What follows belongs to an exercise in optimizing a design on an open flow for small area, a short achievable clock period and few clock cycles; a production flow would make more cautious choices. Only simulation tests tie the RTL to the original design; equivalence was not proved. Power is estimated from default activity; no workload was simulated.

### flow/design.v
package csgsc_pkg;
  localparam int LIST_DEPTH_DEF = 16;
  localparam int DIST_W = 32;
  localparam int TAG_W = 16;
  localparam int CMD_W = 2;
  localparam int OP_W = 2;
  localparam logic [CMD_W-1:0] CMD_APPEND_A = 2'd0;
  localparam logic [CMD_W-1:0] CMD_APPEND_B = 2'd1;
  localparam logic [CMD_W-1:0] CMD_COMBINE = 2'd2;
  localparam logic [OP_W-1:0] OP_UNION = 2'd0;
  localparam logic [OP_W-1:0] OP_INTER = 2'd1;
  localparam logic [OP_W-1:0] OP_DIFF = 2'd2;
  typedef struct packed {
    logic [CMD_W-1:0] command;
    logic signed [DIST_W-1:0] hit_distance;
    logic [TAG_W-1:0] hit_tag;
  } cmd_beat_t;
  typedef struct packed {
    logic signed [DIST_W-1:0] out_distance;
    logic [TAG_W-1:0] out_tag;
    logic out_valid;
    logic out_last;
    logic overflow;
  } res_beat_t;
  typedef struct packed {
    logic signed [DIST_W-1:0] hit_dist;
    logic [TAG_W-1:0] tag;
  } hit_t;
  typedef struct packed {
    logic append_a;
    logic append_b;
    logic start;
    logic step;
    logic flush;
  } ctl_t;
  typedef struct packed {
    logic walk_done;
    logic step_blocked;
    logic out_can_load;
  } sts_t;
endpackage
module csg_ray_span_combine (
  input  logic                       clk,
  input  logic                       rst,
  input  logic                       cfg_write_en,
  input  logic [csgsc_pkg::OP_W-1:0] cfg_write_data,
  input  logic                       cmd_valid,
  output logic                       cmd_ready,
  input  csgsc_pkg::cmd_beat_t       cmd_beat,
  output logic                       res_valid,
  input  logic                       res_ready,
  output csgsc_pkg::res_beat_t       res_beat
);
  localparam int DW = csgsc_pkg::DIST_W;
  localparam int TW = csgsc_pkg::TAG_W;
  localparam int HW = DW + TW;
  localparam int QD = 3;              
  localparam int QW = $clog2(QD + 1);
  logic          rdy;             
  logic [HW-1:0] mem_a [0:15];
  logic [HW-1:0] mem_b [0:15];
  logic [3:0]    wpa, wpb;        
  logic [3:0]    rpa, rpb;        
  logic [3:0]    rpa2, rpb2;      
  logic [4:0]    occa, occb;      
  logic [4:0]    cna, cnb;        
  logic          drop_new;
  logic [1:0]    bool_op;
  logic signed [DW-1:0] hda0, hda1, hdb0, hdb1;
  logic          cab;             
  logic [4:0]    qla [0:QD-1];
  logic [4:0]    qlb [0:QD-1];
  logic          qovf [0:QD-1];
  logic [QW-1:0] qn;
  logic          wv;              
  logic [4:0]    wla, wlb;        
  logic          a_left, b_left;  
  logic          last1;           
  logic          wovf;
  logic          ina, inb, was_in;
  logic          wfin;            
  logic          pv, pfin, pval, povf;
  logic [HW-1:0] phit;
  logic          rfull;           
  logic acc, app_a, app_b, push, wr_a, wr_b, drop_a, drop_b;
  logic [HW-1:0] ihit;
  assign ihit  = {cmd_beat.hit_distance, cmd_beat.hit_tag};
  assign acc   = rdy && cmd_valid;
  assign app_a = acc && (cmd_beat.command == csgsc_pkg::CMD_APPEND_A);
  assign app_b = acc && (cmd_beat.command == csgsc_pkg::CMD_APPEND_B);
  assign push  = acc && (cmd_beat.command == csgsc_pkg::CMD_COMBINE);
  assign drop_a = app_a && cna[4];
  assign drop_b = app_b && cnb[4];
  assign wr_a   = app_a && !cna[4];
  assign wr_b   = app_b && !cnb[4];
  logic take_a, go, pop_a, pop_b, empty_c;
  logic kept_a, kept_b, kept, need_slot, fin_now, pcur, emit, wdone, wfree;
  logic quiet, fin_step;
  logic rload;
  function automatic logic inside_f(input logic [1:0] op, input logic a,
                                    input logic b);
    case (op)
      csgsc_pkg::OP_INTER: inside_f = a & b;
      csgsc_pkg::OP_DIFF:  inside_f = a & ~b;
      default:             inside_f = a | b;
    endcase
  endfunction
  assign empty_c = !a_left && !b_left;
  assign take_a  = a_left && (!b_left || cab);
  assign rload   = !rfull || res_ready;
  assign go      = wv && (!pv || rload);
  assign pop_a   = go && take_a;
  assign pop_b   = go && !take_a && b_left;
  assign kept_a  = inside_f(bool_op, !ina, inb) != was_in;
  assign kept_b  = inside_f(bool_op, ina, !inb) != was_in;
  assign kept    = !empty_c && (take_a ? kept_a : kept_b);
  always_comb begin
    case (bool_op)
      csgsc_pkg::OP_INTER: quiet = (!a_left && !ina) || (!b_left && !inb);
      csgsc_pkg::OP_DIFF:  quiet = (!a_left && !ina) || (!b_left && inb);
      default:             quiet = (!a_left && ina) || (!b_left && inb);
    endcase
  end
  assign fin_step  = !wfin && (empty_c || last1 || quiet);
  assign pcur      = pv && !pfin;
  assign need_slot = !wfin && (empty_c || kept || (fin_step && !pcur));
  assign fin_now = go && fin_step && !kept;
  assign emit    = pv && rload && (pfin || (go && need_slot) || fin_now);
  assign wdone   = go && (empty_c || last1);
  assign wfree   = !wv || wdone;
  logic wa_h0, wa_h1, wb_h0, wb_h1;
  assign wa_h0 = pop_a ? (occa == 5'd1) : (occa == 5'd0);
  assign wa_h1 = pop_a ? (occa == 5'd2) : (occa == 5'd1);
  assign wb_h0 = pop_b ? (occb == 5'd1) : (occb == 5'd0);
  assign wb_h1 = pop_b ? (occb == 5'd2) : (occb == 5'd1);
  function automatic logic lt_f(input logic [DW-1:0] a, input logic [DW-1:0] b);
    logic [DW-1:0] l, e;
    logic [DW-1:0] a2, b2;
    a2 = {~a[DW-1], a[DW-2:0]};
    b2 = {~b[DW-1], b[DW-2:0]};
    l = ~a2 & b2;
    e = ~(a2 ^ b2);
    for (int w = 1; w < DW; w = w * 2) begin
      for (int i = 0; i + w < DW; i = i + 2 * w) begin
        l[i] = l[i + w] | (e[i + w] & l[i]);
        e[i] = e[i + w] & e[i];
      end
    end
    lt_f = l[0];
  endfunction
  logic c_a, c_b, c_0;
  assign c_a = lt_f(hda1, hdb0);
  assign c_b = lt_f(hda0, hdb1);
  assign c_0 = lt_f(hda0, hdb0);
  logic [4:0] occa_n, occb_n, cna_n, cnb_n, wla_n, wlb_n;
  logic [QW-1:0] qn_n;
  logic qpop, qpush;
  assign cna_n  = push ? 5'd0 : cna + {4'd0, wr_a};
  assign cnb_n  = push ? 5'd0 : cnb + {4'd0, wr_b};
  logic [4:0] occa_p, occa_m, occb_p, occb_m;
  assign occa_p = occa + 5'd1;
  assign occa_m = occa - 5'd1;
  assign occb_p = occb + 5'd1;
  assign occb_m = occb - 5'd1;
  assign occa_n = pop_a ? (wr_a ? occa : occa_m) : (wr_a ? occa_p : occa);
  assign occb_n = pop_b ? (wr_b ? occb : occb_m) : (wr_b ? occb_p : occb);
  assign qpop   = wfree && qn != '0;
  assign qpush  = push && !(wfree && qn == '0);
  assign qn_n   = qn + QW'(qpush) - QW'(qpop);
  logic [4:0] la_src, lb_src, wla_m, wlb_m;
  logic al_n, bl_n, l1_n, al_src, bl_src, l1_src;
  logic wla1, wlb1, wla2, wlb2;
  assign la_src = qn != '0 ? qla[0] : cna;
  assign lb_src = qn != '0 ? qlb[0] : cnb;
  assign al_src = la_src != 5'd0;
  assign bl_src = lb_src != 5'd0;
  assign l1_src = (la_src == 5'd1 && !bl_src) || (lb_src == 5'd1 && !al_src);
  assign wla_m = wla - 5'd1;
  assign wlb_m = wlb - 5'd1;
  assign wla1 = wla == 5'd1;
  assign wlb1 = wlb == 5'd1;
  assign wla2 = wla == 5'd2;
  assign wlb2 = wlb == 5'd2;
  always_comb begin
    if (wfree) begin
      wla_n = la_src; wlb_n = lb_src;
      al_n = al_src; bl_n = bl_src; l1_n = l1_src;
    end else if (pop_a) begin
      wla_n = wla_m; wlb_n = wlb;
      al_n = !wla1; bl_n = b_left;
      l1_n = (wla2 && !b_left) || (wla1 && wlb1);
    end else if (pop_b) begin
      wla_n = wla; wlb_n = wlb_m;
      al_n = a_left; bl_n = !wlb1;
      l1_n = (wlb2 && !a_left) || (wlb1 && wla1);
    end else begin
      wla_n = wla; wlb_n = wlb;
      al_n = a_left; bl_n = b_left; l1_n = last1;
    end
  end
  logic rdy_n, a16_n, b16_n, na16_n, nb16_n, qf_n;
  assign na16_n = !push && (wr_a ? (cna == 5'd15) : cna[4]);
  assign nb16_n = !push && (wr_b ? (cnb == 5'd15) : cnb[4]);
  assign a16_n  = wr_a ? (pop_a ? occa[4] : (occa == 5'd15)) : (!pop_a && occa[4]);
  assign b16_n  = wr_b ? (pop_b ? occb[4] : (occb == 5'd15)) : (!pop_b && occb[4]);
  assign qf_n   = qpush ? (qpop ? (qn == QW'(QD)) : (qn == QW'(QD - 1)))
                        : (!qpop && (qn == QW'(QD)));
  assign rdy_n  = (na16_n || !a16_n) && (nb16_n || !b16_n) && !qf_n;
  always_ff @(posedge clk) begin
    if (!occa[4]) mem_a[wpa] <= ihit;
    if (!occb[4]) mem_b[wpb] <= ihit;
    cab <= pop_a ? c_a : pop_b ? c_b : c_0;
    if (wa_h0)      hda0 <= ihit[HW-1:TW];
    else if (pop_a) hda0 <= hda1;
    if (wa_h1)      hda1 <= ihit[HW-1:TW];
    else if (pop_a) hda1 <= mem_a[rpa2][HW-1:TW];
    if (wb_h0)      hdb0 <= ihit[HW-1:TW];
    else if (pop_b) hdb0 <= hdb1;
    if (wb_h1)      hdb1 <= ihit[HW-1:TW];
    else if (pop_b) hdb1 <= mem_b[rpb2][HW-1:TW];
  end
  always_ff @(posedge clk) begin
    if (rst) begin
      rdy <= 1'b1;
      wpa <= '0; wpb <= '0; rpa <= '0; rpb <= '0;
      rpa2 <= 4'd2; rpb2 <= 4'd2;
      occa <= '0; occb <= '0; cna <= '0; cnb <= '0;
      drop_new <= 1'b0;
      bool_op <= csgsc_pkg::OP_UNION;
      qn <= '0;
      wv <= 1'b0;
      pv <= 1'b0;
      rfull <= 1'b0;
    end else begin
      rdy <= rdy_n;
      if (cfg_write_en) bool_op <= cfg_write_data;
      if (wr_a) wpa <= wpa + 4'd1;
      if (wr_b) wpb <= wpb + 4'd1;
      if (pop_a) begin rpa <= rpa + 4'd1; rpa2 <= rpa2 + 4'd1; end
      if (pop_b) begin rpb <= rpb + 4'd1; rpb2 <= rpb2 + 4'd1; end
      occa <= occa_n;
      occb <= occb_n;
      cna <= cna_n;
      cnb <= cnb_n;
      if (push) drop_new <= 1'b0;
      else if (drop_a || drop_b) drop_new <= 1'b1;
      qn <= qn_n;
      if (wfree) wv <= (qn != '0) || push;
      if (go && need_slot) pv <= 1'b1;
      else if (emit) pv <= 1'b0;
      if (rload) rfull <= emit;
    end
  end
  always_ff @(posedge clk) begin
    for (int i = 0; i < QD; i++) begin
      if (int'(qn) - (qpop ? 1 : 0) == i) begin
        qla[i] <= cna; qlb[i] <= cnb; qovf[i] <= drop_new;
      end else if (qpop && i < QD - 1) begin
        qla[i] <= qla[i+1]; qlb[i] <= qlb[i+1]; qovf[i] <= qovf[i+1];
      end
    end
  end
  always_ff @(posedge clk) begin
    wla <= wla_n;
    wlb <= wlb_n;
    a_left <= al_n;
    b_left <= bl_n;
    last1 <= l1_n;
    if (wfree) begin
      wovf <= qn != '0 ? qovf[0] : drop_new;
      ina <= 1'b0; inb <= 1'b0; was_in <= 1'b0;
      wfin <= 1'b0;
    end else if (go && !empty_c) begin
      ina <= ina ^ take_a;
      inb <= inb ^ !take_a;
      was_in <= inside_f(bool_op, ina ^ take_a, inb ^ !take_a);
      if (fin_step) wfin <= 1'b1;
    end
  end
  always_ff @(posedge clk) begin
    if (go && need_slot) begin
      if (kept) begin
        phit <= take_a ? {hda0, mem_a[rpa][TW-1:0]} : {hdb0, mem_b[rpb][TW-1:0]};
        pval <= 1'b1;
      end else begin
        phit <= '0; pval <= 1'b0;
      end
      povf <= wovf;
      pfin <= fin_step;
    end else if (go && fin_step) begin
      pfin <= 1'b1;
    end
  end
  always_ff @(posedge clk) begin
    if (emit) res_beat <= {phit, pval, pfin || fin_now, povf};
  end
  assign cmd_ready = rdy;
  assign res_valid = rfull;
endmodule
### flow/flow/run.sh
#!/bin/bash
# Standard layout, with the port buffers made from buf_4 instead of the
# slow delay buffer buffer_ports picks by default.
set -euo pipefail
export BUFFER_PORTS_ARGS="-buffer_cell sky130_fd_sc_hd__buf_4"
bash standard.sh > standard_flow.log 2>&1
### flow/standard.sh
#!/bin/bash
# synth_recipe.tcl (not shown) runs the flow's synth.tcl, then flattens the netlist and writes it again
# the make line also repeats each setting of config.mk as NAME=value (left out here)
make -C /OpenROAD-flow-scripts/flow DESIGN_CONFIG=/design/flow/config.mk WORK_HOME=/design/flow/orfs CLKGATE_MAP_FILE= SYNTH_SCRIPT=/design/flow/synth_recipe.tcl "${@:-finish}"
### flow/config.mk
export PLATFORM = sky130hd
export DESIGN_NAME = csg_ray_span_combine
export DESIGN_NICKNAME = csg_ray_span_combine
export VERILOG_FILES = /design/flow/design.v
export SDC_FILE = /design/flow/constraint.sdc
export NUM_CORES = 4
export LEC_CHECK = 0
export CAP_MARGIN = 20
export CORE_MARGIN = 2
export CORE_UTILIZATION = 40
export SETUP_SLACK_MARGIN = 3.0
export SLEW_MARGIN = 20
### flow/constraint.sdc
create_clock -name core_clock -period 5.5 [get_ports {clk}]
set_input_delay 1.1000 -clock core_clock [delete_from_list [all_inputs] [get_ports {clk}]]
set_output_delay 1.1000 -clock core_clock [all_outputs]
set_load 0.01 [all_outputs]
==> out/summary.txt, run 1 <==
RUN STATUS
----------------------------------------------------------------------------------
Run status .......................................................... finished clean

PLACEMENT
----------------------------------------------------------------------------------
Count of port buffers added during placement ........................          109
Detailed Place HPWL .................................................   105,000 um
Global placement routability congestion .............................       0.8440
Worst setup timing slack at the placement stage .....................     1.709 ns

CLOCK NETWORK
----------------------------------------------------------------------------------
Master cell of the clock root buffer ................................ sky130_fd_sc_hd__clkbuf_16
Hold-fix buffer count after cts .....................................            0
CTS tree ............................................................          yes
Source-to-sink clock delay at the later pin of the worst-skew pair ..      0.83 ns
Clock-pin slew on the worst setup and hold paths ....................      0.06 ns
Clk sinks ...........................................................        1,887
Number of CTS-inserted buffers ......................................          190
Maximum root-to-sink buffer count ...................................            3
H-Tree Level Count ..................................................            4

STA
----------------------------------------------------------------------------------
Max Fclk ............................................................    385.0 MHz
Accumulated negative setup slack ....................................         0 ns
Final count of pins violating max slew ..............................            0
Final-report hold violation count ...................................            0
Unrepaired setup endpoints after global routing .....................         true
Fin Clk Skew ........................................................   0.03162 ns
Slew margin rel. ....................................................       28.83%
Final worst path period share .......................................       47.23%
Min Tclk post-route .................................................     2.598 ns
Worst path setup slack after routing ................................     2.902 ns
Setup-failing EPs final .............................................            0
Slew at the pin closest to its max-slew limit .......................     1.064 ns

CRITICAL PATH
----------------------------------------------------------------------------------
Crit Path Class ..................................................... flop to flop
Crit path capture type ..............................................         flop
Peak per-stage delay on the critical path ...........................      0.55 ns
Cell count of the worst reg-to-reg path .............................            8
Worst path arrival time .............................................      3.27 ns
Cell chain of the critical path ..................................... inv_1, ha_1, nand4_1, o21ai_0, a21oi_1, a2111oi_1, a2111oi_0, a311oi_2
CP max-delay cell ................................................... sky130_fd_sc_hd__a2111oi_1
Worst reg2reg startpoint ............................................     hda0[19]
CP startpoint .......................................................     hda0[19]
Maximum net fanout on the critical path .............................            2
Startpoint class of the critical path ...............................         flop
Critical path required time .........................................      6.18 ns

CELLS AND AREA
----------------------------------------------------------------------------------
Most frequent cells in the layout ................................... sky130_fd_sc_hd__edfxtp_1 (1,813), sky130_fd_sc_hd__mux4_2 (480), sky130_fd_sc_hd__clkbuf_16 (194)
Share of final-layout standard cells stronger than drive strength 1 .       31.22%
Commonest non-fill, non-tap cell in the layout ...................... sky130_fd_sc_hd__edfxtp_1
Area added between synthesis and finish .............................       16.69%
Number of nets at the end of the flow ...............................        4,084

FLOORPLAN
----------------------------------------------------------------------------------
Die Span X ..........................................................     436.3 um
Top Ports ...........................................................          110
Die outline area ....................................................  0.1904 mm^2
Die Ht ..............................................................     436.3 um
Effective utilization at floorplan ..................................       40.27%
Number of rows created at floorplan .................................          158
Total core area .....................................................  0.1856 mm^2

SYNTH
----------------------------------------------------------------------------------
Post-synthesis async set-or-reset flop share ........................           0%
Share of the synthesized area in the top cell type ..................       72.83%
Number of register bits inferred by synthesis .......................        1,887
Synth area leaders .................................................. sky130_fd_sc_hd__edfxtp_1 (73%), sky130_fd_sc_hd__mux4_2 (14%), sky130_fd_sc_hd__ha_1 (2.2%), sky130_fd_sc_hd__dfxtp_1 (2.0%), sky130_fd_sc_hd__mux2_2 (1.8%)
Syn Nets ............................................................        3,779
Post-Synthesis Cell Area ............................................ 0.07475 mm^2
Seq/Total Area, Yosys ...............................................       74.81%
Yosys cell types ....................................................           70
Count of flip-flops with a built-in enable after synthesis ..........        1,813
Synthesized area per cell ...........................................   20.81 um^2
Top FF cell, synth .................................................. sky130_fd_sc_hd__edfxtp_1
Number of synthesis warnings ........................................            4
Cell type with the highest aggregate area in the netlist ............ sky130_fd_sc_hd__edfxtp_1
Number of cells produced by synthesis ...............................        3,592

PWR
----------------------------------------------------------------------------------
Reported leakage power ..............................................     28.41 nW
Worst vdd rail ir drop ..............................................  0.0004465 V
Power density relative to cell area ................................. 480.7 mW/mm^2

GLOBAL ROUTE
----------------------------------------------------------------------------------
Vias in the first global route ......................................       37,180
Global-route wire length before repair ..............................   275,800 um
Number of antenna violations at the first check in global routing ...            8
Maximum number of pins on one net before global-route repair ........           59
Combined global-route utilization of all metal layers ...............       20.16%
Total congestion overflow ...........................................            0

ROUTE
----------------------------------------------------------------------------------
Remaining antenna violation count after routing .....................            0
DR pass1 iterations .................................................            5
Drt wl/cell .........................................................     29.71 um
1st-iter DRT viols ..................................................        4,230
Total number of vias ................................................       36,960
Number of design rule violations left after detail routing ..........            0
Per-cell via count in the routed design .............................        5.651
Sum of routed wire length over all layers ...........................   194,300 um

MIN PATH
----------------------------------------------------------------------------------
Hold Crit Class ..................................................... flop to flop
Hold depth ..........................................................            0
Worst hold path startpoint ..........................................     phit[22]

RUN
----------------------------------------------------------------------------------
MaxCap Viol Count ...................................................            0

[timing repair]
action                                  in CTS  in global routing
pin swaps                                   13                  9
gates resized for setup                    119                 55
setup buffers                               47                 32
cloned                                      14                  7
endpoints found under the setup margin     956                509
[cell usage after synthesis (4+ instances only)]
library cell / instances
sky130_fd_sc_hd__xor2_1: 24
sky130_fd_sc_hd__nand2_1: 197
sky130_fd_sc_hd__buf_2: 56
sky130_fd_sc_hd__nand3_1: 18
sky130_fd_sc_hd__buf_1: 9
sky130_fd_sc_hd__nor3b_1: 5
sky130_fd_sc_hd__edfxtp_1: 1813
sky130_fd_sc_hd__a21o_1: 4
sky130_fd_sc_hd__nor3_1: 17
sky130_fd_sc_hd__dfxtp_1: 74
sky130_fd_sc_hd__o21ai_0: 59
sky130_fd_sc_hd__o21a_1: 4
sky130_fd_sc_hd__nor2_1: 82
sky130_fd_sc_hd__nor2b_1: 9
sky130_fd_sc_hd__a21boi_1: 4
sky130_fd_sc_hd__a21oi_1: 92
sky130_fd_sc_hd__or3_1: 4
sky130_fd_sc_hd__mux4_2: 480
sky130_fd_sc_hd__nand4b_1: 5
sky130_fd_sc_hd__xnor2_1: 23
sky130_fd_sc_hd__mux2i_1: 12
sky130_fd_sc_hd__mux2_2: 121
sky130_fd_sc_hd__o211ai_1: 8
sky130_fd_sc_hd__nand4_1: 21
sky130_fd_sc_hd__clkbuf_1: 94
sky130_fd_sc_hd__and2_1: 23
sky130_fd_sc_hd__a21oi_2: 9
sky130_fd_sc_hd__nand2b_1: 5
sky130_fd_sc_hd__and4_1: 6
sky130_fd_sc_hd__a211oi_1: 13
sky130_fd_sc_hd__ha_1: 130
sky130_fd_sc_hd__and3_1: 18
sky130_fd_sc_hd__inv_1: 87
sky130_fd_sc_hd__a2111oi_0: 7
[layout make-up]
class	instances	area [um^2]
fillers	15240	98400
flip-flops and latches	1887	55970
multi-input cells	1464	18880
clock buffers	245	5012
well taps	2480	3103
repair buffers	264	2912
clock inverters	108	998.5
inverters	90	351.6
diodes	2	5.005
[per-layer routing]
layer | part of all wire (%) | routed length, um | vias up | GRT usage, %
met5 | 0.016 | 31 | - | 0
met3 | 7.1 | 13750 | 243 | 3.567
met2 | 48 | 93610 | 1343 | 32.36
met4 | 2.4 | 4569 | 6 | 4.900
li1 | - | - | 15420 | -
met1 | 42 | 82360 | 19940 | 28.71
[report_power, final]
part / leakage, nW / switching, mW / internal (mW) / total (mW)
combinational: 8.29 / 5.95 / 4.99 / 10.9
clock: 2.89 / 5.50 / 6.99 / 12.5
sequential: 17.2 / 0.789 / 17.7 / 18.5
total: 28.4 / 12.2 / 29.7 / 41.9
[worst max-delay path: cells and delay by family (launching register included)]
kind	cells	cell delay [ns]
compound gates	5	1.50
flops	1	0.37
buf+inv	1	0.09
simple gates	1	0.16
fa+ha+maj	1	0.32
[registers in the layout (all words and copies together), names as in the netlist, 15 cells and up, named ones only]
name and cells:
mem_a 768, qlb 15, hda0 32, res_beat 51
hda1 32, hdb1 32, qla 15, phit 48
mem_b 768, hdb0 32
[path summary, 6_finish.rpt]
check | endpoint | slack (ns)
max | cab | 2.90
min | res_beat[25] | 0.42
max reg2reg | cab | 2.90
min reg2reg | res_beat[25] | 0.42
[metrics by stage]
step                      utilization (%)  power [mW]  instances  instance area (um^2)  hold WS [ns]
final                               46.99       41.93       6540                 87230        0.4155
after global routing                46.99       43.62       6538                 87230        0.4263
after CTS                           46.66       41.91       6499                 86620        0.4174
after detailed placement            42.71       28.58       6085                 79290        0.4054
after global placement              42.71       28.46       6084                 79280        0.4019
after floorplan                         -       25.48       3592                 75450        0.4003
[cell families after synthesis]
group | share of synthesized area [%]
AND/OR/NAND/NOR | 2.628
AO/OA/AOI/OAI | 1.985
buffers and inverters | 1.404
flip-flops | 74.81
adder cells (fa/ha/maj) | 2.176
multiplexers | 16.44
XOR/XNOR | 0.5507
Testbench counts, summed over its fixed seeds: cycles 5,559.
==> inputs of run 2 (changes only) <==
--- a/flow/config.mk
+++ b/flow/config.mk
@@ -8,5 +8,7 @@
 export CAP_MARGIN = 20
 export CORE_MARGIN = 2
 export CORE_UTILIZATION = 40
+export CTS_CLUSTER_DIAMETER = 120
+export CTS_CLUSTER_SIZE = 22
 export SETUP_SLACK_MARGIN = 3.0
 export SLEW_MARGIN = 20
==> out/summary.txt, run 2 <==
CELLS AND AREA
----------------------------------------------------------------------------------
Post-layout util ....................................................       45.32%   was 46.99%
Number of nets at the end of the flow ...............................        3,996   was 4,084
Area added between synthesis and finish .............................       12.54%   was 16.69%
Most frequent cells in the layout ................................... sky130_fd_sc_hd__edfxtp_1 (1,813), sky130_fd_sc_hd__mux4_2 (480), sky130_fd_sc_hd__nand2_1 (187)   was sky130_fd_sc_hd__edfxtp_1 (1,813), sky130_fd_sc_hd__mux4_2 (480), sky130_fd_sc_hd__clkbuf_16 (194)
Share of final-layout standard cells stronger than drive strength 1 .       29.46%   was 31.22%
Commonest non-fill, non-tap cell in the layout ...................... sky130_fd_sc_hd__edfxtp_1   unchanged
Registers with the most flip-flops .................................. mem_a x768, mem_b x768, res_beat x51   unchanged

ROUTE
----------------------------------------------------------------------------------
1st-iter DRT viols ..................................................        4,259   was 4,230
Total number of vias ................................................       36,340   was 36,960
DR pass1 iterations .................................................            6   was 5
Number of design rule violations left after detail routing ..........            0   unchanged
Per-cell via count in the routed design .............................        5.742   was 5.651
Sum of routed wire length over all layers ...........................   195,500 um   was 194,300 um
Remaining antenna violation count after routing .....................            0   unchanged
Drt wl/cell .........................................................     30.89 um   was 29.71 um

CLOCK NETWORK
----------------------------------------------------------------------------------
Clk sinks ...........................................................        1,887   unchanged
Hold-fix buffer count after cts .....................................            0   unchanged
Clock-pin slew on the worst setup and hold paths ....................      0.10 ns   was 0.06 ns
CTS tree ............................................................          yes   unchanged
Master cell of the clock root buffer ................................ sky130_fd_sc_hd__clkbuf_16   unchanged
Source-to-sink clock delay at the later pin of the worst-skew pair ..      0.78 ns   was 0.83 ns
Maximum root-to-sink buffer count ...................................            3   unchanged
Number of CTS-inserted buffers ......................................           96   was 190
H-Tree Level Count ..................................................            3   was 4

SYNTH
----------------------------------------------------------------------------------
Post-Synthesis Cell Area ............................................ 0.07475 mm^2   unchanged
Most instantiated cells after synthesis ............................. sky130_fd_sc_hd__edfxtp_1 (1,813), sky130_fd_sc_hd__mux4_2 (480), sky130_fd_sc_hd__nand2_1 (197)   unchanged
Number of synthesis warnings ........................................            4   unchanged
Syn Nets ............................................................        3,779   unchanged
Top FF cell, synth .................................................. sky130_fd_sc_hd__edfxtp_1   unchanged
Synthesized area per cell ...........................................   20.81 um^2   unchanged
Post-synthesis async set-or-reset flop share ........................           0%   unchanged
Number of register bits inferred by synthesis .......................        1,887   unchanged
Synth area leaders .................................................. sky130_fd_sc_hd__edfxtp_1 (73%), sky130_fd_sc_hd__mux4_2 (14%), sky130_fd_sc_hd__ha_1 (2.2%), sky130_fd_sc_hd__dfxtp_1 (2.0%), sky130_fd_sc_hd__mux2_2 (1.8%)   unchanged
Yosys cell types ....................................................           70   unchanged
Count of flip-flops with a built-in enable after synthesis ..........        1,813   unchanged
Number of cells produced by synthesis ...............................        3,592   unchanged
Most repeated cell in the gate-level netlist after synthesis ........ sky130_fd_sc_hd__edfxtp_1   unchanged
Seq/Total Area, Yosys ...............................................       74.81%   unchanged
Cell type with the highest aggregate area in the netlist ............ sky130_fd_sc_hd__edfxtp_1   unchanged
Share of the synthesized area in the top cell type ..................       72.83%   unchanged

PLACEMENT
----------------------------------------------------------------------------------
Detailed Place HPWL .................................................   105,000 um   unchanged
Count of port buffers added during placement ........................          109   unchanged
Worst setup timing slack at the placement stage .....................     1.709 ns   unchanged
Global placement routability congestion .............................       0.8440   unchanged

STA
----------------------------------------------------------------------------------
Fin Clk Skew ........................................................   0.04076 ns   was 0.03162 ns
Final count of pins violating max slew ..............................            0   unchanged
Final-report hold violation count ...................................            0   unchanged
Setup-failing EPs final .............................................            0   unchanged
Accumulated negative setup slack ....................................         0 ns   unchanged
Slew margin rel. ....................................................       32.80%   was 28.83%
Slew at the pin closest to its max-slew limit .......................     1.005 ns   was 1.064 ns
Final worst path period share .......................................       47.68%   was 47.23%
Max Fclk ............................................................    381.3 MHz   was 385.0 MHz
Worst path setup slack after routing ................................     2.878 ns   was 2.902 ns
Unrepaired setup endpoints after global routing .....................         true   unchanged
Min Tclk post-route .................................................     2.622 ns   was 2.598 ns

CRITICAL PATH
----------------------------------------------------------------------------------
Peak per-stage delay on the critical path ...........................      0.52 ns   was 0.55 ns
Crit path capture type ..............................................         flop   unchanged
Cell count of the worst reg-to-reg path .............................            8   unchanged
Cell chain of the critical path ..................................... and4b_2, or3_4, o211a_4, a21oi_2, bufinv_8, buf_12, o211a_4, buf_12   was inv_1, ha_1, nand4_1, o21ai_0, a21oi_1, a2111oi_1, a2111oi_0, a311oi_2
Crit Path Class ..................................................... flop to flop   unchanged
Maximum net fanout on the critical path .............................            8   was 2
Worst reg2reg startpoint ............................................       a_left   was hda0[19]
CP max-delay cell ................................................... sky130_fd_sc_hd__edfxtp_1   was sky130_fd_sc_hd__a2111oi_1
Worst path arrival time .............................................      3.15 ns   was 3.27 ns
Register-to-Register Setup Slack ....................................      2.88 ns   was 2.90 ns
Worst reg2reg path endpoint ......................................... res_beat[28]   was cab
Startpoint class of the critical path ...............................         flop   unchanged
Critical path required time .........................................      6.03 ns   was 6.18 ns

MIN PATH
----------------------------------------------------------------------------------
Worst min-delay path endpoint ....................................... res_beat[31]   was res_beat[25]
Hold Crit Class ..................................................... flop to flop   unchanged
Hold depth ..........................................................            0   unchanged
Worst hold path startpoint ..........................................     phit[28]   was phit[22]

RUN STATUS
----------------------------------------------------------------------------------
Run status .......................................................... finished clean   unchanged

GLOBAL ROUTE
----------------------------------------------------------------------------------
Number of antenna violations at the first check in global routing ...           12   was 8
Combined global-route utilization of all metal layers ...............       20.20%   was 20.16%
Total congestion overflow ...........................................            0   unchanged
Global-route wire length before repair ..............................   274,800 um   was 275,800 um
Vias in the first global route ......................................       36,250   was 37,180
Maximum number of pins on one net before global-route repair ........           59   unchanged

FLOORPLAN
----------------------------------------------------------------------------------
Top Ports ...........................................................          110   unchanged
Effective utilization at floorplan ..................................       40.27%   unchanged
Die outline area ....................................................  0.1904 mm^2   unchanged
Die Span X ..........................................................     436.3 um   unchanged
Die Ht ..............................................................     436.3 um   unchanged
Total core area .....................................................  0.1856 mm^2   unchanged
Number of rows created at floorplan .................................          158   unchanged

PWR
----------------------------------------------------------------------------------
Reported leakage power ..............................................     26.90 nW   was 28.41 nW
Worst vdd rail ir drop ..............................................  0.0004470 V   was 0.0004465 V
Power density relative to cell area ................................. 444.8 mW/mm^2   was 480.7 mW/mm^2
Total Power .........................................................     37.42 mW   was 41.93 mW

RUN
----------------------------------------------------------------------------------
MaxCap Viol Count ...................................................            0   unchanged

-- run 2: final cells by class --
| cell class | count | area (um^2) |
|---|---|---|
| multi-input combinational | 1464 | 18920 |
| timing repair buffer | 270 | 3072 |
| sequential | 1887 | 55970 |
| tap | 2480 | 3103 |
| inverter | 90 | 359.1 |
| clock inverter | 9 | 152.6 |
| antenna | 6 | 15.01 |
| fill | 15480 | 101500 |
| clock buffer | 123 | 2535 |
-- run 2: critical path, delay by kind of cell, from the launching register on --
family / cells / cell delay, ns
buffers and inverters: 3 / 0.49
and+or+nand+nor: 2 / 0.67
AOI/OAI and AO/OA: 3 / 0.67
DFF: 1 / 0.52
-- run 2: logic make-up after synthesis --
group	synth area share, %
muxes	16.44
adders and majority gates	2.176
buffers and inverters	1.404
AOI/OAI and AO/OA	1.985
xor gates and xnor gates	0.5507
DFF	74.81
and+or+nand+nor	2.628
-- run 2: what timing repair did --
item | in CTS | in global routing
gates resized for setup | 108 | 69
setup buffers | 58 | 22
gates cloned | 20 | 6
endpoints found under the setup margin | 942 | 671
pin swaps | 18 | 12
endpoints found under the hold margin | 0 | 0
-- run 2: per-stage QoR --
stage               instances  hold slack [ns]  instance area, um^2
floorplan                3592           0.4003                75450
global placement         6084           0.4019                79280
detailed placement       6085           0.4054                79290
CTS                      6295           0.4250                83520
global route             6325           0.4354                84120
finish                   6329           0.4239                84130
-- run 2: per-layer routing --
layer | track usage [%] | up-vias | wire [um]
li1 | - | 15100 | -
met3 | 3.101 | 192 | 14110
met4 | 5.213 | 10 | 4664
met5 | 0 | - | 57
met2 | 32.54 | 1335 | 93930
met1 | 28.86 | 19710 | 82770
-- run 2: report_power, final --
group,internal [mW],switching [mW]
clock network,3.28,4.50
logic,5.12,6.03
registers,17.7,0.813
-- run 2: worst max-delay path by stage --
stage                               to  slack [ns]  startpoint  cells past startpoint
after floorplan              qla[1][0]        2.41   res_ready                      9
after global placement       qla[1][4]        1.79   res_ready                      8
final                     res_beat[28]        2.88      a_left                      8
after global routing               cab        2.84     hdb0[9]                      7
after detailed placement     qla[1][4]        1.71   res_ready                      8
after CTS                          cab        2.75    hdb1[28]                      7
==> inputs of run 3 (changes only) <==
--- a/flow/config.mk
+++ b/flow/config.mk
@@ -5,6 +5,7 @@
 export SDC_FILE = /design/flow/constraint.sdc
 export NUM_CORES = 4
 export LEC_CHECK = 0
+export ABC_CLOCK_PERIOD_IN_PS = 2500
 export CAP_MARGIN = 20
 export CORE_MARGIN = 2
 export CORE_UTILIZATION = 40
==> out/summary.txt, run 3 <==
RUN STATUS
----------------------------------------------------------------------------------
Run status .......................................................... finished clean   unchanged

CLOCK NETWORK
----------------------------------------------------------------------------------
Source-to-sink clock delay at the later pin of the worst-skew pair ..      0.78 ns   about the same
Hold-fix buffer count after cts .....................................            0   unchanged
Maximum root-to-sink buffer count ...................................            3   unchanged
CTS tree ............................................................          yes   unchanged
Clk sinks ...........................................................        1,887   unchanged
H-Tree Level Count ..................................................            3   unchanged
Master cell of the clock root buffer ................................ sky130_fd_sc_hd__clkbuf_16   unchanged
Number of CTS-inserted buffers ......................................           96   unchanged
Clock-pin slew on the worst setup and hold paths ....................      0.10 ns   about the same

CELLS AND AREA
----------------------------------------------------------------------------------
Multi-input gate area in the final layout ........................... 0.01892 mm^2   unchanged
Registers with the most flip-flops .................................. mem_a x768, mem_b x768, res_beat x51   unchanged
Share of final-layout standard cells stronger than drive strength 1 .       29.46%   unchanged
Most frequent cells in the layout ................................... sky130_fd_sc_hd__edfxtp_1 (1,813), sky130_fd_sc_hd__mux4_2 (480), sky130_fd_sc_hd__nand2_1 (187)   unchanged
Area added between synthesis and finish .............................       12.54%   unchanged
FF/Latch Area ....................................................... 0.05597 mm^2   unchanged
Post-layout util ....................................................       45.32%   unchanged
Number of fill cells in the layout ..................................       15,480   unchanged
Number of nets at the end of the flow ...............................        3,996   unchanged
Commonest non-fill, non-tap cell in the layout ...................... sky130_fd_sc_hd__edfxtp_1   unchanged

ROUTE
----------------------------------------------------------------------------------
Total number of vias ................................................       36,340   unchanged
Per-cell via count in the routed design .............................        5.742   unchanged
Remaining antenna violation count after routing .....................            0   unchanged
1st-iter DRT viols ..................................................        4,259   unchanged
Drt wl/cell .........................................................     30.89 um   unchanged
Number of design rule violations left after detail routing ..........            0   unchanged
Sum of routed wire length over all layers ...........................   195,500 um   unchanged
DR pass1 iterations .................................................            6   unchanged

PLACEMENT
----------------------------------------------------------------------------------
Worst setup timing slack at the placement stage .....................     1.709 ns   unchanged
Global placement routability congestion .............................       0.8440   unchanged
Detailed Place HPWL .................................................   105,000 um   unchanged
Count of port buffers added during placement ........................          109   unchanged

SYNTH
----------------------------------------------------------------------------------
Synth area leaders .................................................. sky130_fd_sc_hd__edfxtp_1 (73%), sky130_fd_sc_hd__mux4_2 (14%), sky130_fd_sc_hd__ha_1 (2.2%), sky130_fd_sc_hd__dfxtp_1 (2.0%), sky130_fd_sc_hd__mux2_2 (1.8%)   unchanged
Number of cells produced by synthesis ...............................        3,592   unchanged
Most repeated cell in the gate-level netlist after synthesis ........ sky130_fd_sc_hd__edfxtp_1   unchanged
Seq/Total Area, Yosys ...............................................       74.81%   unchanged
Count of flip-flops with a built-in enable after synthesis ..........        1,813   unchanged
Top FF cell, synth .................................................. sky130_fd_sc_hd__edfxtp_1   unchanged
Syn Nets ............................................................        3,779   unchanged
Share of the synthesized area in the top cell type ..................       72.83%   unchanged
Post-synthesis async set-or-reset flop share ........................           0%   unchanged
Number of register bits inferred by synthesis .......................        1,887   unchanged
Post-Synthesis Cell Area ............................................ 0.07475 mm^2   unchanged
Most instantiated cells after synthesis ............................. sky130_fd_sc_hd__edfxtp_1 (1,813), sky130_fd_sc_hd__mux4_2 (480), sky130_fd_sc_hd__nand2_1 (197)   unchanged
Synthesized area per cell ...........................................   20.81 um^2   unchanged
Cell type with the highest aggregate area in the netlist ............ sky130_fd_sc_hd__edfxtp_1   unchanged
Yosys cell types ....................................................           70   unchanged
Number of synthesis warnings ........................................            4   unchanged

PWR
----------------------------------------------------------------------------------
Worst vdd rail ir drop ..............................................  0.0004470 V   unchanged
Reported leakage power ..............................................     26.90 nW   unchanged
Power density relative to cell area ................................. 444.8 mW/mm^2   unchanged

CRITICAL PATH
----------------------------------------------------------------------------------
Crit Path Class ..................................................... flop to flop   unchanged
Worst path arrival time .............................................      3.15 ns   about the same
Critical path required time .........................................      6.03 ns   about the same
Crit path capture type ..............................................         flop   unchanged
Cell count of the worst reg-to-reg path .............................            8   unchanged
Startpoint class of the critical path ...............................         flop   unchanged
Maximum net fanout on the critical path .............................            8   unchanged

STA
----------------------------------------------------------------------------------
Max Fclk ............................................................    381.3 MHz   unchanged
Min Tclk post-route .................................................     2.622 ns   unchanged
Setup-failing EPs final .............................................            0   unchanged
Unrepaired setup endpoints after global routing .....................         true   unchanged
Slew margin rel. ....................................................       32.80%   unchanged
Fin Clk Skew ........................................................   0.04076 ns   unchanged
Slew at the pin closest to its max-slew limit .......................     1.005 ns   unchanged
Worst path setup slack after routing ................................     2.878 ns   unchanged
Final count of pins violating max slew ..............................            0   unchanged
Final worst path period share .......................................       47.68%   unchanged
Accumulated negative setup slack ....................................         0 ns   unchanged
Final-report hold violation count ...................................            0   unchanged

MIN PATH
----------------------------------------------------------------------------------
Hold Crit Class ..................................................... flop to flop   unchanged
Hold depth ..........................................................            0   unchanged

FLOORPLAN
----------------------------------------------------------------------------------
Die outline area ....................................................  0.1904 mm^2   unchanged
Die Ht ..............................................................     436.3 um   unchanged
Die Span X ..........................................................     436.3 um   unchanged
Effective utilization at floorplan ..................................       40.27%   unchanged
Number of rows created at floorplan .................................          158   unchanged
Total core area .....................................................  0.1856 mm^2   unchanged
Top Ports ...........................................................          110   unchanged

GLOBAL ROUTE
----------------------------------------------------------------------------------
Combined global-route utilization of all metal layers ...............       20.20%   unchanged
Number of antenna violations at the first check in global routing ...           12   unchanged
Maximum number of pins on one net before global-route repair ........           59   unchanged
Vias in the first global route ......................................       36,250   unchanged
Total congestion overflow ...........................................            0   unchanged
Global-route wire length before repair ..............................   274,800 um   unchanged

RUN
----------------------------------------------------------------------------------
MaxCap Viol Count ...................................................            0   unchanged

==> run 3: kinds of logic after synthesis <==
logic type / share of synthesized area (%)
adder cells (fa/ha/maj): 2.176
XOR/XNOR: 0.5507
AND/OR/NAND/NOR: 2.628
buffers and inverters: 1.404
multiplexers: 16.44
AO/OA/AOI/OAI: 1.985
flip-flops: 74.81
==> run 3: where the power goes <==
part	internal (mW)	switching, mW
combinational	5.12	6.03
sequential	17.7	0.813
clock	3.28	4.50
==> run 3: cell type report <==
| class | count | share of cell area [%] |
|---|---|---|
| Inverter | 90 | 0.4268 |
| Sequential cell | 1887 | 66.53 |
| Clock buffer | 123 | 3.013 |
| Tap cell | 2480 | 3.688 |
| Antenna cell | 6 | 0.01785 |
| Multi-Input combinational cell | 1464 | 22.49 |
| Clock inverter | 9 | 0.1814 |
| Timing Repair Buffer | 270 | 3.651 |
==> run 3: timing repair <==
item | CTS | global route
cloned | 20 | 6
resized for setup | 108 | 69
buffers inserted | 58 | 22
endpoints found under the setup margin | 942 | 671
pin swaps | 18 | 12
==> run 3: critical path, cell delays in order, from the launching register on <==
cell and delay, ns:
sky130_fd_sc_hd__edfxtp_1 0.52, sky130_fd_sc_hd__and4b_2 0.28, sky130_fd_sc_hd__or3_4 0.39, sky130_fd_sc_hd__o211a_4 0.25, sky130_fd_sc_hd__a21oi_2 0.14, sky130_fd_sc_hd__bufinv_8 0.20, sky130_fd_sc_hd__buf_12 0.14, sky130_fd_sc_hd__o211a_4 0.28
sky130_fd_sc_hd__buf_12 0.15
==> run 3: final timing paths <==
| path | slack [ns] | to | start |
|---|---|---|---|
| max | 2.88 | res_beat[28] | a_left |
| min | 0.42 | res_beat[31] | phit[28] |
| max reg2reg | 2.88 | res_beat[28] | a_left |
| min reg2reg | 0.42 | res_beat[31] | phit[28] |
==> run 3: layer usage <==
metal	track usage (%)	part of all wire (%)	up-vias
met3	3.101	7.2	192
li1	-	-	15100
met4	5.213	2.4	10
met1	28.86	42	19710
met5	0	0.029	-
met2	32.54	48	1335
==> run 3: per-stage QoR <==
stage	power [mW]	hold slack (ns)	instance area (um^2)	instances
after floorplan	25.48	0.4003	75450	3592
after global placement	28.46	0.4019	79280	6084
after detailed placement	28.58	0.4054	79290	6085
after CTS	37.29	0.4250	83520	6295
after global routing	38.96	0.4354	84120	6325
final	37.42	0.4239	84130	6329
==> inputs of run 4 (changes only) <==
--- a/flow/config.mk
+++ b/flow/config.mk
@@ -5,11 +5,10 @@
 export SDC_FILE = /design/flow/constraint.sdc
 export NUM_CORES = 4
 export LEC_CHECK = 0
-export ABC_CLOCK_PERIOD_IN_PS = 2500
 export CAP_MARGIN = 20
 export CORE_MARGIN = 2
 export CORE_UTILIZATION = 40
 export CTS_CLUSTER_DIAMETER = 120
 export CTS_CLUSTER_SIZE = 22
-export SETUP_SLACK_MARGIN = 3.0
+export SETUP_SLACK_MARGIN = 3.15
 export SLEW_MARGIN = 20
==> out/summary.txt, run 4 <==
CRITICAL PATH
-----------------------------------------------------------------------------------------------------
Crit path capture type .................................................................         flop   unchanged
Worst path top cell family by delay .................................................... compound AO/OA/AOI/OAI gates   was simple AND/OR/NAND/NOR gates
Sum of buffers and inverters on the critical path ......................................            3   unchanged
Cell chain of the critical path ........................................................ inv_2, ha_4, xor2_1, nor2_2, o32a_1, a31o_2, a21oi_4, inv_4, o211a_4, buf_12   was and4b_2, or3_4, o211a_4, a21oi_2, bufinv_8, buf_12, o211a_4, buf_12
CP max-delay cell ...................................................................... sky130_fd_sc_hd__o32a_1   was sky130_fd_sc_hd__edfxtp_1
Worst path arrival time ................................................................      3.16 ns   was 3.15 ns
Maximum net fanout on the critical path ................................................            7   was 8
Peak per-stage delay on the critical path ..............................................      0.36 ns   was 0.52 ns
Startpoint class of the critical path ..................................................         flop   unchanged
Register-to-Register Setup Slack .......................................................      2.84 ns   was 2.88 ns
Critical path required time ............................................................      6.01 ns   was 6.03 ns
Crit Path Class ........................................................................ flop to flop   unchanged

CLOCK NETWORK
-----------------------------------------------------------------------------------------------------
Clock-pin slew on the worst setup and hold paths .......................................      0.10 ns   about the same
Number of CTS-inserted buffers .........................................................           98   was 96
Maximum root-to-sink buffer count ......................................................            3   unchanged
Source-to-sink clock delay at the later pin of the worst-skew pair .....................      0.79 ns   was 0.78 ns
Master cell of the clock root buffer ................................................... sky130_fd_sc_hd__clkbuf_16   unchanged
Clk sinks ..............................................................................        1,887   unchanged
CTS tree ...............................................................................          yes   unchanged
H-Tree Level Count .....................................................................            3   unchanged

CELLS AND AREA
-----------------------------------------------------------------------------------------------------
Registers with the most flip-flops ..................................................... mem_a x768, mem_b x768, res_beat x51   unchanged
Area added between synthesis and finish ................................................       16.29%   was 12.54%
Commonest non-fill, non-tap cell in the layout ......................................... sky130_fd_sc_hd__edfxtp_1   unchanged
Most frequent cells in the layout ...................................................... sky130_fd_sc_hd__edfxtp_1 (1,813), sky130_fd_sc_hd__mux4_2 (480), sky130_fd_sc_hd__nand2_1 (181)   was sky130_fd_sc_hd__edfxtp_1 (1,813), sky130_fd_sc_hd__mux4_2 (480), sky130_fd_sc_hd__nand2_1 (187)
Multi-input gate area in the final layout .............................................. 0.01947 mm^2   was 0.01892 mm^2
Post-layout util .......................................................................       46.83%   was 45.32%
Number of nets at the end of the flow ..................................................        4,104   was 3,996
FF/Latch Area .......................................................................... 0.05598 mm^2   was 0.05597 mm^2
Share of final-layout standard cells stronger than drive strength 1 ....................       32.65%   was 29.46%
Number of fill cells in the layout .....................................................       15,130   was 15,480

GLOBAL ROUTE
-----------------------------------------------------------------------------------------------------
Met1 global-route usage ................................................................       30.06%   was 28.86%
Number of antenna violations at the first check in global routing ......................            3   was 12
Global-route wire length before repair .................................................   277,800 um   was 274,800 um
Vias in the first global route .........................................................       36,620   was 36,250
Maximum number of pins on one net before global-route repair ...........................           56   was 59
Combined global-route utilization of all metal layers ..................................       20.44%   was 20.20%
Met3 routing resource usage after global routing .......................................       2.625%   was 3.101%
Most Crowded Layer GR ..................................................................         met2   unchanged
Routing usage on met2 ..................................................................       32.35%   was 32.54%
Total congestion overflow ..............................................................            0   unchanged

SYNTH
-----------------------------------------------------------------------------------------------------
Synthesized area per cell ..............................................................   20.81 um^2   unchanged
Count of flip-flops with a built-in enable after synthesis .............................        1,813   unchanged
Yosys cell types .......................................................................           70   unchanged
Post-synthesis share of cell area spent on full adders, half adders and majority gates .       2.176%   unchanged
Number of synthesis warnings ...........................................................            4   unchanged
Syn Nets ...............................................................................        3,779   unchanged
Synth area leaders ..................................................................... sky130_fd_sc_hd__edfxtp_1 (73%), sky130_fd_sc_hd__mux4_2 (14%), sky130_fd_sc_hd__ha_1 (2.2%), sky130_fd_sc_hd__dfxtp_1 (2.0%), sky130_fd_sc_hd__mux2_2 (1.8%)   unchanged
Compound-Gate Fraction of Synth Area ...................................................       1.985%   unchanged
Post-Synthesis Cell Area ............................................................... 0.07475 mm^2   unchanged
Most instantiated cells after synthesis ................................................ sky130_fd_sc_hd__edfxtp_1 (1,813), sky130_fd_sc_hd__mux4_2 (480), sky130_fd_sc_hd__nand2_1 (197)   unchanged
Dominant combinational cell family by area after synthesis ............................. multiplexers   unchanged
Fraction of synthesized area in multiplexers ...........................................       16.44%   unchanged
Simple logic cell fraction of the synthesized area .....................................       2.628%   unchanged
Number of cells produced by synthesis ..................................................        3,592   unchanged
Cell type with the highest aggregate area in the netlist ............................... sky130_fd_sc_hd__edfxtp_1   unchanged
Seq/Total Area, Yosys ..................................................................       74.81%   unchanged
Number of register bits inferred by synthesis ..........................................        1,887   unchanged
Top FF cell, synth ..................................................................... sky130_fd_sc_hd__edfxtp_1   unchanged
Post-synthesis async set-or-reset flop share ...........................................           0%   unchanged
Fraction of synthesized cell area in xor and xnor cells ................................      0.5507%   unchanged
Share of the synthesized area in the top cell type .....................................       72.83%   unchanged
Most repeated cell in the gate-level netlist after synthesis ........................... sky130_fd_sc_hd__edfxtp_1   unchanged

ROUTE
-----------------------------------------------------------------------------------------------------
1st-iter DRT viols .....................................................................        4,402   was 4,259
Sum of routed wire length over all layers ..............................................   199,300 um   was 195,500 um
Drt wl/cell ............................................................................     31.01 um   was 30.89 um
DR pass1 iterations ....................................................................            5   was 6
Total number of vias ...................................................................       37,120   was 36,340
Remaining antenna violation count after routing ........................................            0   unchanged
Per-cell via count in the routed design ................................................        5.777   was 5.742
Number of design rule violations left after detail routing .............................            0   unchanged

STA
-----------------------------------------------------------------------------------------------------
Min Tclk post-route ....................................................................     2.658 ns   was 2.622 ns
Max Fclk ...............................................................................    376.2 MHz   was 381.3 MHz
Fin Clk Skew ...........................................................................   0.05549 ns   was 0.04076 ns
Unrepaired setup endpoints after global routing ........................................         true   unchanged
Accumulated negative setup slack .......................................................         0 ns   unchanged
Slew margin rel. .......................................................................       39.96%   was 32.80%
Setup-failing EPs final ................................................................            0   unchanged
Final-report hold violation count ......................................................            0   unchanged
Final worst path period share ..........................................................       48.33%   was 47.68%
Slew at the pin closest to its max-slew limit ..........................................    0.9006 ns   was 1.005 ns
Smallest hold slack ....................................................................    0.4025 ns   was 0.4239 ns
Final count of pins violating max slew .................................................            0   unchanged
Worst path setup slack after routing ...................................................     2.842 ns   was 2.878 ns

RUN
-----------------------------------------------------------------------------------------------------
MaxCap Viol Count ......................................................................            0   unchanged

FLOORPLAN
-----------------------------------------------------------------------------------------------------
Effective utilization at floorplan .....................................................       40.27%   unchanged
Die outline area .......................................................................  0.1904 mm^2   unchanged
Total core area ........................................................................  0.1856 mm^2   unchanged
Die Ht .................................................................................     436.3 um   unchanged
Die Span X .............................................................................     436.3 um   unchanged
Top Ports ..............................................................................          110   unchanged
Number of rows created at floorplan ....................................................          158   unchanged

PWR
-----------------------------------------------------------------------------------------------------
Total Power ............................................................................     40.02 mW   was 37.42 mW
Fraction of power spent switching nets .................................................       30.95%   was 30.30%
Switching power summed over all nets ...................................................     12.38 mW   was 11.34 mW
Worst vdd rail ir drop .................................................................  0.0003153 V   was 0.0004470 V
Power density relative to cell area .................................................... 460.3 mW/mm^2   was 444.8 mW/mm^2
Comb pwr share .........................................................................        34.4%   was 29.8%
Reported leakage power .................................................................     28.00 nW   was 26.90 nW
Clock power frac .......................................................................        19.6%   was 20.8%
Fraction of power consumed by sequential logic .........................................        46.0%   was 49.4%
Cell internal power dissipation ........................................................     27.63 mW   was 26.08 mW

PLACEMENT
-----------------------------------------------------------------------------------------------------
Count of port buffers added during placement ...........................................          109   unchanged
Global placement routability congestion ................................................       0.8538   was 0.8440
Worst setup timing slack at the placement stage ........................................     1.774 ns   was 1.709 ns
Detailed Place HPWL ....................................................................   105,300 um   was 105,000 um

MIN PATH
-----------------------------------------------------------------------------------------------------
Hold Crit Class ........................................................................ flop to flop   unchanged

RUN STATUS
-----------------------------------------------------------------------------------------------------
Run status ............................................................................. finished clean   unchanged

run 4: routing by layer:
layer,vias up,wire length (um)
li1,15320,-
met1,20230,85580
met2,1375,94890
met3,203,13980
met4,6,4792
met5,-,43
run 4: cell type report:
type	count	share of cell area, %
tap	2480	3.570
clock buffer	118	2.907
clock inverter	10	0.1828
multi-input combinational	1456	22.39
sequential	1887	64.39
timing repair buffer	384	6.147
inverter	90	0.4030
antenna	1	0.002879
run 4: kinds of logic (layout without fill, tap and decap cells):
logic type | after synthesis | count (layout)
buf+inv | 254 | 602
other cells | 0 | 1
simple gates | 423 | 424
fa+ha+maj | 130 | 130
mux | 613 | 613
compound gates | 238 | 242
xor+xnor | 47 | 47
flops | 1887 | 1887
run 4: worst paths after layout:
path	cells past startpoint	startpoint	endpoint
setup / recovery	10	bool_op[0]	res_beat[18]
hold reg to reg	0	phit[27]	res_beat[30]
hold / removal	0	phit[27]	res_beat[30]
setup reg to reg	10	bool_op[0]	res_beat[18]
run 4: stage by stage:
| stage | instances | area (um^2) |
|---|---|---|
| after global routing | 6425 | 86930 |
| final | 6426 | 86930 |
| after detailed placement | 6096 | 79450 |
| after CTS | 6373 | 85600 |
| after global placement | 6095 | 79450 |
| after floorplan | 3592 | 75600 |
run 4: power by group through the flow:
stage	logic (mW)	registers, mW	clock network (mW)
finish	13.8	18.4	7.83
global route	14.6	18.5	8.45
CTS	12.7	18.4	8.02
detailed placement	9.74	19.0	0
global placement	9.62	19.0	0
floorplan	7.27	18.4	0
run 4: what timing repair did:
| action | CTS | global route |
|---|---|---|
| pin swaps | 16 | 29 |
| setup buffers | 106 | 38 |
| hold buffers | 0 | 0 |
| setup endpoints to repair | 1306 | 651 |
| gates cloned | 43 | 14 |
| gates resized for setup | 294 | 134 |
==> inputs of run 5 (changes only) <==
--- a/flow/config.mk
+++ b/flow/config.mk
@@ -10,5 +10,6 @@
 export CORE_UTILIZATION = 40
 export CTS_CLUSTER_DIAMETER = 120
 export CTS_CLUSTER_SIZE = 22
-export SETUP_SLACK_MARGIN = 3.15
+export PLACE_DENSITY = 0.75
+export SETUP_SLACK_MARGIN = 3.0
 export SLEW_MARGIN = 20
==> out/summary.txt, run 5 <==
GLOBAL ROUTE
----------------------------------------------------------------------------------
Global-route wire length before repair ..............................   262,700 um   was 277,800 um
Combined global-route utilization of all metal layers ...............       19.03%   was 20.44%
Maximum number of pins on one net before global-route repair ........           55   was 56
Number of antenna violations at the first check in global routing ...           12   was 3
Total congestion overflow ...........................................            0   unchanged
Vias in the first global route ......................................       36,570   was 36,620

FLOORPLAN
----------------------------------------------------------------------------------
Top Ports ...........................................................          110   unchanged
Effective utilization at floorplan ..................................       40.27%   unchanged
Die outline area ....................................................  0.1904 mm^2   unchanged
Die Ht ..............................................................     436.3 um   unchanged
Total core area .....................................................  0.1856 mm^2   unchanged
Die Span X ..........................................................     436.3 um   unchanged
Number of rows created at floorplan .................................          158   unchanged

CELLS AND AREA
----------------------------------------------------------------------------------
Area added between synthesis and finish .............................       12.18%   was 16.29%
Number of fill cells in the layout ..................................       15,100   was 15,130
Share of final-layout standard cells stronger than drive strength 1 .       28.83%   was 32.65%
Commonest non-fill, non-tap cell in the layout ...................... sky130_fd_sc_hd__edfxtp_1   unchanged
Most frequent cells in the layout ................................... sky130_fd_sc_hd__edfxtp_1 (1,813), sky130_fd_sc_hd__mux4_2 (480), sky130_fd_sc_hd__nand2_1 (188)   was sky130_fd_sc_hd__edfxtp_1 (1,813), sky130_fd_sc_hd__mux4_2 (480), sky130_fd_sc_hd__nand2_1 (181)
Registers with the most flip-flops .................................. mem_a x768, mem_b x768, res_beat x51   unchanged
Final cell area excluding filler cells .............................. 0.08386 mm^2   was 0.08693 mm^2
Post-layout util ....................................................       45.17%   was 46.83%
FF/Latch Area ....................................................... 0.05597 mm^2   was 0.05598 mm^2
Multi-input gate area in the final layout ........................... 0.01873 mm^2   was 0.01947 mm^2
Number of nets at the end of the flow ...............................        3,992   was 4,104

CLOCK NETWORK
----------------------------------------------------------------------------------
H-Tree Level Count ..................................................            3   unchanged
Master cell of the clock root buffer ................................ sky130_fd_sc_hd__clkbuf_16   unchanged
Number of CTS-inserted buffers ......................................           96   was 98
Maximum root-to-sink buffer count ...................................            3   unchanged
Source-to-sink clock delay at the later pin of the worst-skew pair ..      0.77 ns   was 0.79 ns
Clk sinks ...........................................................        1,887   unchanged
CTS tree ............................................................          yes   unchanged
Clock-pin slew on the worst setup and hold paths ....................      0.09 ns   was 0.10 ns

ROUTE
----------------------------------------------------------------------------------
Drt wl/cell .........................................................     29.74 um   was 31.01 um
Sum of routed wire length over all layers ...........................   187,800 um   was 199,300 um
Remaining antenna violation count after routing .....................            0   unchanged
1st-iter DRT viols ..................................................        5,207   was 4,402
Per-cell via count in the routed design .............................        5.869   was 5.777
DR pass1 iterations .................................................            8   was 5
Number of design rule violations left after detail routing ..........            0   unchanged
Total number of vias ................................................       37,060   was 37,120

CRITICAL PATH
----------------------------------------------------------------------------------
Worst path arrival time .............................................      3.08 ns   was 3.16 ns
Crit path capture type ..............................................         flop   unchanged
Startpoint class of the critical path ...............................         flop   unchanged
CP max-delay cell ................................................... sky130_fd_sc_hd__o31a_4   was sky130_fd_sc_hd__o32a_1
Worst reg2reg path endpoint ......................................... res_beat[31]   was res_beat[18]
Sum of buffers and inverters on the critical path ...................            2   was 3
Count of cell instances traversed by the critical path ..............            9   was 10
Register-to-Register Setup Slack ....................................      2.92 ns   was 2.84 ns
Maximum net fanout on the critical path .............................            6   was 7
Crit Path Class ..................................................... flop to flop   unchanged
Capture point of the critical path .................................. res_beat[31]   was res_beat[18]
Worst reg2reg startpoint ............................................   bool_op[0]   unchanged
Cell chain of the critical path ..................................... inv_2, ha_4, xor2_1, nor2_1, o32ai_2, nor3_2, o31a_4, o211a_4, clkbuf_16   was inv_2, ha_4, xor2_1, nor2_2, o32a_1, a31o_2, a21oi_4, inv_4, o211a_4, buf_12
CP startpoint .......................................................   bool_op[0]   unchanged
Critical path required time .........................................      6.00 ns   was 6.01 ns
Peak per-stage delay on the critical path ...........................      0.45 ns   was 0.36 ns
Worst path top cell family by delay ................................. compound AO/OA/AOI/OAI gates   unchanged
Cell count of the worst reg-to-reg path .............................            9   was 10

STA
----------------------------------------------------------------------------------
Max Fclk ............................................................    387.9 MHz   was 376.2 MHz
Slew at the pin closest to its max-slew limit .......................     1.160 ns   was 0.9006 ns
Setup-failing EPs final .............................................            0   unchanged
Accumulated negative setup slack ....................................         0 ns   unchanged
Min Tclk post-route .................................................     2.578 ns   was 2.658 ns
Unrepaired setup endpoints after global routing .....................         true   unchanged
Final-report hold violation count ...................................            0   unchanged
Smallest hold slack .................................................    0.4226 ns   was 0.4025 ns
Fin Clk Skew ........................................................   0.03962 ns   was 0.05549 ns
Final worst path period share .......................................       46.88%   was 48.33%
Final count of pins violating max slew ..............................            0   unchanged
Slew margin rel. ....................................................       22.68%   was 39.96%

SYNTH
----------------------------------------------------------------------------------
Top FF cell, synth .................................................. sky130_fd_sc_hd__edfxtp_1   unchanged
Synth area leaders .................................................. sky130_fd_sc_hd__edfxtp_1 (73%), sky130_fd_sc_hd__mux4_2 (14%), sky130_fd_sc_hd__ha_1 (2.2%), sky130_fd_sc_hd__dfxtp_1 (2.0%), sky130_fd_sc_hd__mux2_2 (1.8%)   unchanged
Share of the synthesized area in the top cell type ..................       72.83%   unchanged
Post-synthesis async set-or-reset flop share ........................           0%   unchanged
Synthesized area per cell ...........................................   20.81 um^2   unchanged
Number of cells produced by synthesis ...............................        3,592   unchanged
Number of register bits inferred by synthesis .......................        1,887   unchanged
Seq/Total Area, Yosys ...............................................       74.81%   unchanged
Post-Synthesis Cell Area ............................................ 0.07475 mm^2   unchanged
Yosys cell types ....................................................           70   unchanged
Number of synthesis warnings ........................................            4   unchanged
Count of flip-flops with a built-in enable after synthesis ..........        1,813   unchanged
Syn Nets ............................................................        3,779   unchanged
Most repeated cell in the gate-level netlist after synthesis ........ sky130_fd_sc_hd__edfxtp_1   unchanged
Cell type with the highest aggregate area in the netlist ............ sky130_fd_sc_hd__edfxtp_1   unchanged
Most instantiated cells after synthesis ............................. sky130_fd_sc_hd__edfxtp_1 (1,813), sky130_fd_sc_hd__mux4_2 (480), sky130_fd_sc_hd__nand2_1 (197)   unchanged

MIN PATH
----------------------------------------------------------------------------------
Worst hold path startpoint ..........................................     phit[28]   was phit[27]
Hold Crit Class ..................................................... flop to flop   unchanged

PWR
----------------------------------------------------------------------------------
Power density relative to cell area ................................. 442.9 mW/mm^2   was 460.3 mW/mm^2
Worst vdd rail ir drop ..............................................  0.0002943 V   was 0.0003153 V
Reported leakage power ..............................................     26.83 nW   was 28.00 nW

RUN STATUS
----------------------------------------------------------------------------------
Run status .......................................................... finished clean   unchanged

PLACEMENT
----------------------------------------------------------------------------------
Detailed Place HPWL .................................................   102,500 um   was 105,300 um
Count of port buffers added during placement ........................          109   unchanged
Global placement routability congestion .............................       0.8846   was 0.8538
Post-placement cell area ............................................ 0.07929 mm^2   was 0.07945 mm^2

RUN
----------------------------------------------------------------------------------
MaxCap Viol Count ...................................................            0   unchanged

[run 5: cell types whose count changed in the layout (fill, tap and decap cells not counted), sizes merged]
| cell | delta |
|---|---|
| clkinv | -4 |
| and3 | +1 |
| bufbuf | +2 |
| o211a | +1 |
| buf | -113 |
| clkinvlp | +2 |
| diode | +3 |
| and2 | -1 |
| inv | -2 |
| and3b | +1 |
| clkbuf | -2 |
[run 5: cells by family (layout without fill, tap and decap cells)]
| logic type | after synthesis | in the layout | share of synthesized area (%) |
|---|---|---|---|
| flops | 1887 | 1887 | 74.81 |
| mux | 613 | 613 | 16.44 |
| simple gates | 423 | 425 | 2.628 |
| buf+inv | 254 | 485 | 1.404 |
| compound gates | 238 | 243 | 1.985 |
| fa+ha+maj | 130 | 130 | 2.176 |
| xor+xnor | 47 | 47 | 0.5507 |
| other cells | 0 | 4 | 0 |
[run 5: area by class of cell]
cell class                      count  area share [%]
Clock inverter                      6         0.07013
Multi-Input combinational cell   1458           22.34
Sequential cell                  1887           66.75
Timing Repair Buffer              272           3.679
Clock buffer                      117           3.035
Tap cell                         2480           3.700
Antenna cell                        4         0.01194
Inverter                           90          0.4193
[run 5: per-layer routing]
metal  part of all wire [%]  GRT usage (%)
met1                     38          25.85
met2                     49          30.91
met3                    9.7          3.182
met4                    4.2          7.166
met5                  0.060              0
[run 5: worst register-to-register path, cell delays in order (launching register included)]
cell and delay (ns):
sky130_fd_sc_hd__dfxtp_2 0.34, sky130_fd_sc_hd__inv_2 0.04, sky130_fd_sc_hd__ha_4 0.28, sky130_fd_sc_hd__xor2_1 0.16, sky130_fd_sc_hd__nor2_1 0.09, sky130_fd_sc_hd__o32ai_2 0.39, sky130_fd_sc_hd__nor3_2 0.10, sky130_fd_sc_hd__o31a_4 0.45
sky130_fd_sc_hd__o211a_4 0.31, sky130_fd_sc_hd__clkbuf_16 0.17
[run 5: how the worst min path moves through the flow]
stage,end,slack [ns],depth (start not counted)
after global placement,res_beat[27],0.40,0
final,res_beat[31],0.42,0
after detailed placement,res_beat[21],0.40,0
after global routing,res_beat[35],0.43,0
after floorplan,povf,0.40,0
after CTS,res_beat[37],0.42,0
[run 5: repair_timing]
| item | in CTS | in global routing |
|---|---|---|
| setup buffers | 55 | 23 |
| setup endpoints to repair | 781 | 607 |
| hold buffers | 0 | 0 |
| gates resized for setup | 101 | 52 |
| gates cloned | 11 | 13 |
| pin swaps | 13 | 19 |
[run 5: power by group]
part	internal (mW)	switching [mW]
Clock	3.27	4.31
Combinational	5.14	5.95
Sequential	17.7	0.784
[run 5: metrics by stage]
stage          setup slack (ns)  std cells  power (mW)
3_3_place_gp              1.710       6085       28.11
5_1_grt                   2.855       6311       38.47
4_1_cts                   2.826       6274       36.75
3_5_place_dp              1.609       6085       28.38
2_1_floorplan             2.411       3592       25.48
6_report                  2.922       6314       37.14

-- port drivers added, routing unchanged --
The results above use ideal ports. As a check the final layouts listed here were re-extracted and re-timed, cells and wires unchanged.
Step 1 sets driving cells, clkbuf_16 on the clock port and buf_2 on the other inputs (assumed; they add their load-dependent delay and slew).
Step 2 also shifts input and output timing later by t, the mid clock arrival at the registers, as if the neighbouring blocks saw the same clock.
Three values: no drivers, after step 1, after step 2; two values: the first two.
| run | shift t [ns] | setup slack, ns | worst setup path after step 2 | clock arrival spread, ns | pins driven straight from the clock port |
|---|---|---|---|---|---|
| run 1 | 0.905 | 2.902 / 2.833 / 2.292 | input to register | 0.047 / 0.046 | 1 |
| run 2 | 0.849 | 2.878 / 2.850 / 2.295 | input to register | 0.044 / 0.045 | 1 |
| run 3 | 0.849 | 2.878 / 2.850 / 2.295 | input to register | 0.044 / 0.045 | 1 |
| run 4 | 0.851 | 2.842 / 2.842 / 2.265 | input to register | 0.060 / 0.059 | 1 |
| run 5 | 0.827 | 2.922 / 2.889 / 2.213 | input to register | 0.044 / 0.044 | 1 |
After both steps every run listed still meets setup and hold. The setup slack of run 5, which loses most, moves by -0.033 ns with the drivers and by -0.709 ns with both steps.
